Source: an optimization exercise on an open RTL-to-GDS flow (aim: small area, a short achievable clock period and few clock cycles per item). Production flows keep margins and buffers that such runs may drop.
The RTL was checked by simulation tests, not by an equivalence proof against the original design.

==> try-sierra <==
Design zone_map_range_pruner, start of the top module:
module zone_map_range_pruner (
  input  logic                          clk,
  input  logic                          rst,
  input  logic                          psel,
  input  logic                          penable,
  input  logic                          pwrite,
  input  logic [zmrp_pkg::ADDR_W-1:0]   paddr,
  input  logic [zmrp_pkg::DATA_W-1:0]   pwdata,
  output logic [zmrp_pkg::DATA_W-1:0]   prdata,
  output logic                          pready,
  input  logic                          ranges_valid,
  output logic                          ranges_ready,
  input  logic [zmrp_pkg::KEY_W-1:0]    ranges_range_min_key,
  input  logic [zmrp_pkg::KEY_W-1:0]    ranges_range_max_key,
  input  logic                          ranges_min_known,
  input  logic                          ranges_max_known,
  input  logic                          ranges_min_incl,
  input  logic                          ranges_max_incl,
  input  logic                          ranges_type_conflict,
  input  logic                          ranges_meta_present,
  input  logic                          ranges_meta_current,
  input  logic                          ranges_pred_compatible,
  input  logic [zmrp_pkg::PAGE_W-1:0]   ranges_page_span,
  output logic                          results_valid,
  input  logic                          results_ready,
  output logic                          results_pruned,
  output logic [zmrp_pkg::REASON_W-1:0] results_reason_code,
  output logic [zmrp_pkg::RCNT_W-1:0]   results_ranges_pruned_total,
  output logic [zmrp_pkg::RCNT_W-1:0]   results_ranges_scanned_total,
  output logic [zmrp_pkg::PSUM_W-1:0]   results_pages_pruned_total,
  output logic [zmrp_pkg::PSUM_W-1:0]   results_pages_scanned_total,
  output logic                          results_any_pruned_flag
);
clock: 5.0 ns
lec_check: 0
cap_margin: 20
core_margin: 2
core_utilization: 40
cts_buf_list: sky130_fd_sc_hd__clkbuf_4 sky130_fd_sc_hd__clkbuf_8
setup_slack_margin: 2.0
slew_margin: 20
standard.sh (not shown) runs the stock make flow with config.mk's settings and CLKGATE_MAP_FILE= SYNTH_SCRIPT=/design/flow/synth_recipe.tcl, a recipe that flattens the netlist after the stock synthesis.
==> flow/flow/run.sh <==
#!/bin/bash
# Layout flow: the standard synthesis, then the combinational logic is
# mapped again by ABC for delay (the registers stay as the standard synthesis
# made them, with the same names and cells), then the standard ORFS layout
# with the port buffers made of plain buf_1 cells.
set -euo pipefail
WORK=$(pwd)
R=$WORK/orfs/results/sky130hd/zone_map_range_pruner/base
PORTBUF="BUFFER_PORTS_ARGS=-buffer_cell sky130_fd_sc_hd__buf_1"
DELAY_PS=$(cat flow/abc_delay_ps)

# 1. standard synthesis, up to the Yosys netlist
bash standard.sh "$PORTBUF" "$R/1_2_yosys.v" > standard_synth.log 2>&1
cp "$R/1_2_yosys.v" "$R/1_2_yosys_standard.v"

# 2. map the combinational logic again, registers kept as they are
LIB=$FLOW_HOME/platforms/sky130hd/lib/sky130_fd_sc_hd__tt_025C_1v80.lib
SEQ=$(grep -oE 'cell \("?sky130_fd_sc_hd__(df|edf|sdf|dl|sdl|ebuf|einv|lpflow|conb)[a-z0-9_]*' "$LIB" \
      | sed 's/cell ("\{0,1\}//' | sort -u | tr '\n' ' ')
DONT=$(grep -oE 'sky130_fd_sc_hd__[a-z0-9_]+' "$FLOW_HOME/platforms/sky130hd/config.mk" \
       | sort -u | sed 's/^/-dont_use /' | tr '\n' ' ')
cat > resynth.ys <<EOS
read_liberty -ignore_miss_func $LIB
blackbox $SEQ
read_verilog $R/1_2_yosys_standard.v
hierarchy -top $FLOW_TOP
flatten
opt_clean
abc -liberty $LIB $DONT -script +strash;dch,-f;map,-D,$DELAY_PS;topo;buffer,-p;upsize,-D,$DELAY_PS;dnsize,-D,$DELAY_PS
opt_clean -purge
hilomap -singleton -hicell sky130_fd_sc_hd__conb_1 HI -locell sky130_fd_sc_hd__conb_1 LO
splitnets
opt_clean -purge
insbuf -buf sky130_fd_sc_hd__buf_4 A X
select $FLOW_TOP
write_verilog -noattr -noexpr -nohex -nodec -selected $R/1_2_yosys.v
select -clear
stat -liberty $LIB
EOS
yosys -s resynth.ys > resynth.log 2>&1
touch "$R/1_2_yosys.v"

# 3. the standard layout from the new netlist
EXTRA=()
if [[ -f flow/pre_resize.tcl ]]; then EXTRA+=("PRE_RESIZE_TCL=$WORK/flow/pre_resize.tcl"); fi
if [[ -f flow/make_vars ]]; then while read -r v; do [[ -n "$v" ]] && EXTRA+=("$v"); done < flow/make_vars; fi
bash standard.sh "$PORTBUF" "${EXTRA[@]}" finish > standard_layout.log 2>&1
==> flow/flow/abc_delay_ps <==
1500
==> flow/flow/pre_resize.tcl <==
set_max_fanout 12 [current_design]
==> try-umber (differences from try-sierra) <==
--- a/flow/design.v
+++ b/flow/design.v
@@ -35,35 +35,37 @@
     logic             upper_enable;
     logic             lower_incl;
     logic             upper_incl;
     logic             version_recheck_planned;
     logic             security_recheck_planned;
   } cfg_t;
   typedef struct packed {
-    logic                pruned;
-    logic [REASON_W-1:0] reason_code;
+    logic                below;           
+    logic                above;           
+    logic [REASON_W-1:0] meta_code;       
+    logic                type_conflict;
     logic [PAGE_W-1:0]   page_span;
   } cls_t;
 endpackage
 `timescale 1ns / 1ps
 import zmrp_pkg::*;
 module zmrp_front (
   input  logic [zmrp_pkg::KEY_W-1:0]    ranges_range_min_key,
   input  logic [zmrp_pkg::KEY_W-1:0]    ranges_range_max_key,
   input  logic                          ranges_min_known,
   input  logic                          ranges_max_known,
   input  logic                          ranges_min_incl,
   input  logic                          ranges_max_incl,
-  input  logic                          ranges_type_conflict,
   input  logic                          ranges_meta_present,
   input  logic                          ranges_meta_current,
   input  logic                          ranges_pred_compatible,
   input  zmrp_pkg::cfg_t                cfg,
-  output logic                          pruned,
-  output logic [zmrp_pkg::REASON_W-1:0] reason_code
+  output logic                          below,
+  output logic                          above,
+  output logic [zmrp_pkg::REASON_W-1:0] meta_code
 );
   function automatic logic lt_or_tie(input logic [KEY_W-1:0] a,
                                      input logic [KEY_W-1:0] b,
                                      input logic             tie);
     logic [KEY_W-1:0] g;
     logic [KEY_W-1:0] p;
     g = b & ~a;
@@ -72,42 +74,29 @@
       for (int i = 0; i < KEY_W; i = i + 2 * s) begin
         g[i+2*s-1] = g[i+2*s-1] | (p[i+2*s-1] & g[i+s-1]);
         p[i+2*s-1] = p[i+2*s-1] & p[i+s-1];
       end
     end
     lt_or_tie = g[KEY_W-1] | (p[KEY_W-1] & tie);
   endfunction
-  logic below_lower;
-  logic above_upper;
-  logic excluded;
-  assign below_lower = lt_or_tie(ranges_range_max_key, cfg.lower_bound_key,
-                                 !ranges_max_incl || !cfg.lower_incl);
-  assign above_upper = lt_or_tie(cfg.upper_bound_key, ranges_range_min_key,
-                                 !ranges_min_incl || !cfg.upper_incl);
-  assign excluded    = (cfg.lower_enable && below_lower) ||
-                       (cfg.upper_enable && above_upper);
+  assign below = lt_or_tie(ranges_range_max_key, cfg.lower_bound_key,
+                           !ranges_max_incl || !cfg.lower_incl);
+  assign above = lt_or_tie(cfg.upper_bound_key, ranges_range_min_key,
+                           !ranges_min_incl || !cfg.upper_incl);
   always_comb begin
-    pruned = 1'b0;
-    if (!cfg.version_recheck_planned) begin
-      reason_code = REASON_NO_VERSION;
-    end else if (!cfg.security_recheck_planned) begin
-      reason_code = REASON_NO_SECURITY;
-    end else if (!ranges_meta_present) begin
-      reason_code = REASON_META_MISSING;
+    if (!ranges_meta_present) begin
+      meta_code = REASON_META_MISSING;
     end else if (!ranges_meta_current) begin
-      reason_code = REASON_STALE;
+      meta_code = REASON_STALE;
     end else if (!ranges_pred_compatible) begin
-      reason_code = REASON_INCOMPATIBLE;
+      meta_code = REASON_INCOMPATIBLE;
     end else if (!ranges_min_known || !ranges_max_known) begin
-      reason_code = REASON_NO_BOUNDS;
-    end else if (!ranges_type_conflict && excluded) begin
-      pruned      = 1'b1;
-      reason_code = REASON_PRUNED;
+      meta_code = REASON_NO_BOUNDS;
     end else begin
-      reason_code = REASON_NO_PROOF;
+      meta_code = REASON_NO_PROOF;
     end
   end
 endmodule
 `timescale 1ns / 1ps
 import zmrp_pkg::*;
 module zmrp_queue (
   input  logic            clk,
@@ -141,14 +130,15 @@
 import zmrp_pkg::*;
 module zmrp_back (
   input  logic                          clk,
   input  logic                          rst,
   input  logic                          in_valid,
   output logic                          in_ready,
   input  zmrp_pkg::cls_t                head,
+  input  zmrp_pkg::cfg_t                cfg,
   output logic                          results_valid,
   input  logic                          results_ready,
   output logic                          results_pruned,
   output logic [zmrp_pkg::REASON_W-1:0] results_reason_code,
   output logic [zmrp_pkg::RCNT_W-1:0]   results_ranges_pruned_total,
   output logic [zmrp_pkg::RCNT_W-1:0]   results_ranges_scanned_total,
   output logic [zmrp_pkg::PSUM_W-1:0]   results_pages_pruned_total,
@@ -166,18 +156,36 @@
   logic                pop;
   logic                to_pruned;
   logic                to_scanned;
   logic [RCNT_W-1:0]   pruned_count_next;
   logic [RCNT_W-1:0]   scanned_count_next;
   logic [PSUM_W-1:0]   pruned_sum_next;
   logic [PSUM_W-1:0]   scanned_sum_next;
+  logic                head_pruned;
+  logic [REASON_W-1:0] head_reason;
+  always_comb begin
+    head_pruned = 1'b0;
+    if (!cfg.version_recheck_planned) begin
+      head_reason = REASON_NO_VERSION;
+    end else if (!cfg.security_recheck_planned) begin
+      head_reason = REASON_NO_SECURITY;
+    end else if (head.meta_code != REASON_NO_PROOF) begin
+      head_reason = head.meta_code;
+    end else if (!head.type_conflict &&
+                 ((cfg.lower_enable && head.below) || (cfg.upper_enable && head.above))) begin
+      head_pruned = 1'b1;
+      head_reason = REASON_PRUNED;
+    end else begin
+      head_reason = REASON_NO_PROOF;
+    end
+  end
   assign in_ready = !out_valid || results_ready;
   assign pop      = in_valid && in_ready;
-  assign to_pruned  = pop && head.pruned;
-  assign to_scanned = pop && !head.pruned;
+  assign to_pruned  = pop && head_pruned;
+  assign to_scanned = pop && !head_pruned;
   function automatic logic [PSUM_W-1:0] add_sat(input logic [PSUM_W-1:0] q,
                                                 input logic [PAGE_W-1:0] a);
     logic [PAGE_W-1:0]      g;
     logic [PAGE_W-1:0]      p;
     logic [PAGE_W-1:0]      x;
     logic [PSUM_W:PAGE_W]   run;
     logic [PSUM_W-1:0]      sum;
@@ -232,16 +240,16 @@
         scanned_range_count <= scanned_count_next;
         scanned_page_sum    <= scanned_sum_next;
       end
     end
   end
   always_ff @(posedge clk) begin
     if (pop) begin
-      pruned      <= head.pruned;
-      reason_code <= head.reason_code;
+      pruned      <= head_pruned;
+      reason_code <= head_reason;
     end
   end
   assign results_valid                = out_valid;
   assign results_pruned               = pruned;
   assign results_reason_code          = reason_code;
   assign results_ranges_pruned_total  = pruned_range_count;
   assign results_ranges_scanned_total = scanned_range_count;
@@ -284,16 +292,14 @@
   output logic [zmrp_pkg::PSUM_W-1:0]   results_pages_scanned_total,
   output logic                          results_any_pruned_flag
 );
   zmrp_pkg::cfg_t       cfg;
   logic                 cfg_wr;
   logic [REG_IDX_W-1:0] reg_idx;
   logic [7:0]           rd_sel;
-  logic                 cls_pruned;
-  logic [REASON_W-1:0]  cls_reason;
   zmrp_pkg::cls_t       cls;
   zmrp_pkg::cls_t       head;
   logic                 head_valid;
   logic                 head_ready;
   assign pready  = 1'b1;
   assign cfg_wr  = psel && penable && pwrite;
   assign reg_idx = paddr[ADDR_W-1:3];
@@ -331,24 +337,23 @@
   zmrp_front u_front (
     .ranges_range_min_key   (ranges_range_min_key),
     .ranges_range_max_key   (ranges_range_max_key),
     .ranges_min_known       (ranges_min_known),
     .ranges_max_known       (ranges_max_known),
     .ranges_min_incl        (ranges_min_incl),
     .ranges_max_incl        (ranges_max_incl),
-    .ranges_type_conflict   (ranges_type_conflict),
     .ranges_meta_present    (ranges_meta_present),
     .ranges_meta_current    (ranges_meta_current),
     .ranges_pred_compatible (ranges_pred_compatible),
     .cfg                    (cfg),
-    .pruned                 (cls_pruned),
-    .reason_code            (cls_reason)
+    .below                  (cls.below),
+    .above                  (cls.above),
+    .meta_code              (cls.meta_code)
   );
-  assign cls.pruned      = cls_pruned;
-  assign cls.reason_code = cls_reason;
+  assign cls.type_conflict = ranges_type_conflict;
   assign cls.page_span   = ranges_page_span;
   zmrp_queue u_queue (
     .clk       (clk),
     .rst       (rst),
     .in_valid  (ranges_valid),
     .in_ready  (ranges_ready),
     .din       (cls),
@@ -358,14 +363,15 @@
   );
   zmrp_back u_back (
     .clk                          (clk),
     .rst                          (rst),
     .in_valid                     (head_valid),
     .in_ready                     (head_ready),
     .head                         (head),
+    .cfg                          (cfg),
     .results_valid                (results_valid),
     .results_ready                (results_ready),
     .results_pruned               (results_pruned),
     .results_reason_code          (results_reason_code),
     .results_ranges_pruned_total  (results_ranges_pruned_total),
     .results_ranges_scanned_total (results_ranges_scanned_total),
     .results_pages_pruned_total   (results_pages_pruned_total),
--- a/flow/flow/run.sh
+++ b/flow/flow/run.sh
@@ -13,16 +13,19 @@
 bash standard.sh "$PORTBUF" "$R/1_2_yosys.v" > standard_synth.log 2>&1
 cp "$R/1_2_yosys.v" "$R/1_2_yosys_standard.v"
 
 # 2. map the combinational logic again, registers kept as they are
 LIB=$FLOW_HOME/platforms/sky130hd/lib/sky130_fd_sc_hd__tt_025C_1v80.lib
 SEQ=$(grep -oE 'cell \("?sky130_fd_sc_hd__(df|edf|sdf|dl|sdl|ebuf|einv|lpflow|conb)[a-z0-9_]*' "$LIB" \
       | sed 's/cell ("\{0,1\}//' | sort -u | tr '\n' ' ')
-DONT=$(grep -oE 'sky130_fd_sc_hd__[a-z0-9_]+' "$FLOW_HOME/platforms/sky130hd/config.mk" \
-       | sort -u | sed 's/^/-dont_use /' | tr '\n' ' ')
+DONT=$(sed -n '/^export DONT_USE_CELLS/,/^#/p' "$FLOW_HOME/platforms/sky130hd/config.mk" \
+       | grep -oE 'sky130_fd_sc_hd__[a-z0-9_]+' | sort -u | sed 's/^/-dont_use /' | tr '\n' ' ')
+if [[ -f flow/extra_dont_use ]]; then
+  DONT="$DONT $(sed 's/^/-dont_use /' flow/extra_dont_use | tr '\n' ' ')"
+fi
 cat > resynth.ys <<EOS
 read_liberty -ignore_miss_func $LIB
 blackbox $SEQ
 read_verilog $R/1_2_yosys_standard.v
 hierarchy -top $FLOW_TOP
 flatten
 opt_clean
@@ -39,9 +42,14 @@
 EOS
 yosys -s resynth.ys > resynth.log 2>&1
 touch "$R/1_2_yosys.v"
 
 # 3. the standard layout from the new netlist
 EXTRA=()
 if [[ -f flow/pre_resize.tcl ]]; then EXTRA+=("PRE_RESIZE_TCL=$WORK/flow/pre_resize.tcl"); fi
+if [[ -f flow/extra_dont_use ]]; then
+  PLAT_DONT=$(sed -n '/^export DONT_USE_CELLS/,/^#/p' "$FLOW_HOME/platforms/sky130hd/config.mk" \
+              | grep -oE 'sky130_fd_sc_hd__[a-z0-9_]+' | tr '\n' ' ')
+  EXTRA+=("DONT_USE_CELLS=$PLAT_DONT $(tr '\n' ' ' < flow/extra_dont_use)")
+fi
 if [[ -f flow/make_vars ]]; then while read -r v; do [[ -n "$v" ]] && EXTRA+=("$v"); done < flow/make_vars; fi
 bash standard.sh "$PORTBUF" "${EXTRA[@]}" finish > standard_layout.log 2>&1
==> flow/flow/extra_dont_use (new file) <==
sky130_fd_sc_hd__clkdlybuf4s15_1
sky130_fd_sc_hd__clkdlybuf4s15_2
sky130_fd_sc_hd__clkdlybuf4s18_1
sky130_fd_sc_hd__clkdlybuf4s18_2
sky130_fd_sc_hd__clkdlybuf4s25_1
sky130_fd_sc_hd__clkdlybuf4s25_2
sky130_fd_sc_hd__clkdlybuf4s50_1
sky130_fd_sc_hd__clkdlybuf4s50_2
sky130_fd_sc_hd__dlygate4sd1_1
sky130_fd_sc_hd__dlygate4sd2_1
sky130_fd_sc_hd__dlygate4sd3_1
sky130_fd_sc_hd__dlymetal6s2s_1
sky130_fd_sc_hd__dlymetal6s4s_1
sky130_fd_sc_hd__dlymetal6s6s_1
==> flow/config.mk (replaced) <==
export PLATFORM = sky130hd
export DESIGN_NAME = zone_map_range_pruner
export DESIGN_NICKNAME = zone_map_range_pruner
export VERILOG_FILES = /design/flow/design.v
export SDC_FILE = /design/flow/constraint.sdc
export NUM_CORES = 4
export LEC_CHECK = 0
export CAP_MARGIN = 20
export CORE_MARGIN = 2
export CORE_UTILIZATION = 40
export CTS_CLUSTER_DIAMETER = 100
export CTS_CLUSTER_SIZE = 24
export SETUP_SLACK_MARGIN = 2.2
export SLEW_MARGIN = 20
removed: flow/flow/pre_resize.tcl
==> flow_metrics.tcl <==
set metrics [dict create \
    stdcell_area_sq_um 22990 \
    layout.clock.cell_area_share_pct 5.851 \
    reg2reg_setup_slack_ps 2130 \
    final.setup_skew_ps 22.90 \
    power.combinational.fraction_pct 11.2 \
    largest_net_degree_at_the_start_of_global_routing 13 \
    worstHoldStart "u_queue.data[34]$_SDFFCE_PN0P_" \
    route.layer.met1.wl_um 27190 \
    critical_path_class "primary input to flip-flop" \
    dr.max_layer_used "met5" \
    worst-path-stages 9 \
    outcome "no timing/DRC/antenna violations" \
    achievable-frequency_ghz 0.3402 \
    grt_met1_use_pct 31.08 \
    fin_cells 3734 \
    grt_usage_pct 25.36 \
    drtPass1Iterations 5 \
    dr.first_iter.drc_count 1392 \
    n_all_inverters 370 \
    root_buffer "clkbuf_8" \
]
The numbers above come from try-sierra.

==> flow_metrics.tcl <==
set metrics [dict create \
    outcome "no timing/DRC/antenna violations" \
    dr.max_layer_used "met4" \
    grt_usage_pct 23.99 \
    stdcell_area_sq_um 21820 \
    n_all_inverters 364 \
    worst-path-stages 4 \
    power.combinational.fraction_pct 13.1 \
    root_buffer "clkbuf_16" \
    layout.clock.cell_area_share_pct 2.546 \
    route.layer.met1.wl_um 26170 \
    largest_net_degree_at_the_start_of_global_routing 130 \
]
The numbers above come from try-umber.

Testbench counts of try-sierra, summed over its fixed seeds: cycles 16,064, items 16,000.
Testbench counts of try-umber, summed over its fixed seeds: cycles 16,064, items 16,000.

[separate check: timing with driven ports]
In the flow no input, the clock included, has a driving cell. The finished layouts below were timed again as built, in two steps. Step 1 assumes that a clkbuf_16 drives the clock port and a buf_2 every other input. Step 2 moves the port delays by t, midway between the first and last clock arrival at a register: inputs arrive t later, outputs are due t later. That takes back most of the time a late clock gives input paths. a / b / c = ideal / step 1 / step 2; a / b = the first two.
run	shift t [ns]	setup slack, ns	hold WS [ns]	worst data-port slew with drivers (ns)
try-sierra	0.672	2.061 / 2.015 / 1.419	0.458 / 0.458 / 0.458	0.12
try-umber	0.581	2.264 / 2.210 / 1.814	0.489 / 0.489 / 0.489	0.10
After both steps setup and hold are still met in every run listed. For try-sierra, which loses most, drivers alone change the setup slack by -0.046 ns; drivers and shift together by -0.642 ns.
